Background: an optimization exercise with open tools, aiming at small area, a short achievable clock period and few clock cycles per item. Do not read the settings as production practice. Only simulation tests tie the RTL to the original design; equivalence was not proved.

Setup of run E:
==> module mc_mem_aoi8, before the edit <==
module mc_mem_aoi8 (
  input  logic [7:0] s,
  input  logic [7:0] d,
  output logic       y
);
  assign y = |(s & d);
endmodule
==> module mc_mem_nor2, before the edit <==
module mc_mem_nor2 (
  input  logic [1:0] a,
  output logic       y
);
  assign y = !(|a);
endmodule
==> module mc_mem_nand4, before the edit <==
module mc_mem_nand4 (
  input  logic [3:0] a,
  output logic       y
);
  assign y = !(&a);
endmodule
==> module mc_mem_rdbit, before the edit <==
module mc_mem_rdbit (
  input  logic [63:0] sel,
  input  logic [63:0] d,
  output logic        y
);
  logic [7:0] p1;    
  logic [3:0] n2;    
  for (genvar i = 0; i < 8; i++) begin : g_l1
    mc_mem_aoi8 u (.s(sel[8*i +: 8]), .d(d[8*i +: 8]), .y(p1[i]));
  end
  for (genvar i = 0; i < 4; i++) begin : g_l2
    mc_mem_nor2 u (.a(p1[2*i +: 2]), .y(n2[i]));
  end
  mc_mem_nand4 u_l3 (.a(n2), .y(y));
endmodule
clock: 5.0 ns
lec_check: 0
cap_margin: 20
core_margin: 2
core_utilization: 40
slew_margin: 20
synth_hierarchical: 1
synth_minimum_keep_size: 0
run.sh (not shown) runs the stock make flow with config.mk's settings and CLKGATE_MAP_FILE= SYNTH_SCRIPT=/design/flow/synth_recipe.tcl, a recipe that flattens the netlist after the stock synthesis.
In run E the implementation ran to completion but is not tape-out ready, as the final checks report negative setup slack.
Testbench counts of run E, summed over its fixed seeds: cycles 8,192, accesses 8,192.
Here is what was changed in the inputs of run B compared with run E.
--- a/flow/design.v
+++ b/flow/design.v
@@ -8,39 +8,12 @@
   always_ff @(posedge clk)
     q <= (q | sel) & (d | keep);
 endmodule
-module mc_mem_aoi8 (
-  input  logic [7:0] s,
-  input  logic [7:0] d,
-  output logic       y
-);
-  assign y = |(s & d);
-endmodule
-module mc_mem_nor2 (
-  input  logic [1:0] a,
-  output logic       y
-);
-  assign y = !(|a);
-endmodule
-module mc_mem_nand4 (
-  input  logic [3:0] a,
-  output logic       y
-);
-  assign y = !(&a);
-endmodule
 module mc_mem_rdbit (
   input  logic [63:0] sel,
   input  logic [63:0] d,
   output logic        y
 );
-  logic [7:0] p1;    
-  logic [3:0] n2;    
-  for (genvar i = 0; i < 8; i++) begin : g_l1
-    mc_mem_aoi8 u (.s(sel[8*i +: 8]), .d(d[8*i +: 8]), .y(p1[i]));
-  end
-  for (genvar i = 0; i < 4; i++) begin : g_l2
-    mc_mem_nor2 u (.a(p1[2*i +: 2]), .y(n2[i]));
-  end
-  mc_mem_nand4 u_l3 (.a(n2), .y(y));
+  assign y = |(sel & d);
 endmodule
 module mc_mem_responder #(
   parameter int unsigned ADDR_WIDTH = 6,
==> summary.txt <==
Fmax: run B lower than run E. Looking at total met3 wirelength after detailed routing, run B sits 8.1% below run E. Total area of sequential cells: run B vs run E identical. Diff run E -> run B: cell count shrank by 78; number of well taps grew by 15. Post-placement cell count went down slightly going from run E to run B. Of run B and run E, the run reporting the lower shortest clock period the worst path allows after layout was run E. On run B: setup TNS is 0.43 ns lower than what run E gave. What the final checks of run B revealed, after a flow that finished every stage, was a layout that fails on negative setup slack. Global-route usage, run B and run E, lower one = run E. Per the comparison of run B with run E, core area went up 1.8%, wire length on met2 increased 1.9%.
Testbench counts of run B, summed over its fixed seeds: cycles 8,192, accesses 8,192.

--- another note on this design; it stands on its own ---

Setup of rev 12:
Design mc_mem_responder, start of the top module:
module mc_mem_responder #(
  parameter int unsigned ADDR_WIDTH = 6,
  parameter int unsigned LATENCY    = 2
) (
  input  logic        clk,
  input  logic        reset,
  input  logic        req,
  input  logic        we,
  input  logic [31:0] addr,
  input  logic [31:0] wdata,
  output logic [31:0] rdata,
  output logic        ack,
  output logic        err,
  output logic        busy
);
For scale: ~2000 flip-flops, roughly 0.070 mm2 of cells after synthesis.
clock: 5.0 ns
lec_check: 0
cap_margin: 20
core_margin: 2
core_utilization: 55
setup_slack_margin: 1.0
slew_margin: 20
synth_hierarchical: 1
synth_minimum_keep_size: 0
run.sh (not shown) runs the stock make flow with config.mk's settings and CLKGATE_MAP_FILE= SYNTH_SCRIPT=/design/flow/synth_recipe.tcl, a recipe that flattens the netlist after the stock synthesis.
In summary, rev 12 completed successfully, with a layout that passed the timing, DRC and antenna checks.
Testbench counts of rev 12, summed over its fixed seeds: cycles 8,192, accesses 8,192.
For rev 13, these inputs were changed with respect to rev 12:
- CORE_UTILIZATION changed from 55 to 60
- CTS_CLUSTER_SIZE newly set to 24
- CTS_CLUSTER_DIAMETER newly set to 90
## What came out
In rev 13 the design area turned out about 8% lower than in rev 12. Going from rev 12 to rev 13, length of the first detailed-routing pass in iterations has increased; shortest clock period the worst path allows after layout has decreased. Rev 13 | stages: all done | timing, DRC, antenna: all pass. Going from rev 12 to rev 13, the clock-buffer cell count was found to have gone down by about 70%. On total routing usage reported by global routing, rev 12 and rev 13 are neck and neck. Rev 13 ended up with a lower arrival time of data at the critical path endpoint than rev 12 did. Rev 13 ends up with lower floorplan die area than rev 12 does.

[static timing again, ports no longer ideal]
Ports are ideal in the flow. The routed layouts listed here were re-timed in OpenROAD.
Step 1, drivers: a clkbuf_16 drives clk and a buf_2 each remaining input, both assumed.
Step 2 times the ports against the registers' clock, not the clock port: input delays grow and output delays shrink by t, the midpoint of the rising clock arrivals with the driver on.
Slacks: ideal / step 1 / step 2; pairs: ideal / step 1.
run	shift t [ns]	setup slack, ns	worst setup path at the end
run E	0.888	-0.010 / -0.032 / -0.032	input to output
run B	0.924	-0.089 / -0.115 / -0.115	input to output
rev 12	0.902	0.804 / 0.755 / 0.755	input to output
rev 13	0.800	0.878 / 0.838 / 0.838	input to output
The setup slack of rev 12, which loses most, moves by -0.049 ns with the drivers and by -0.049 ns with both steps.
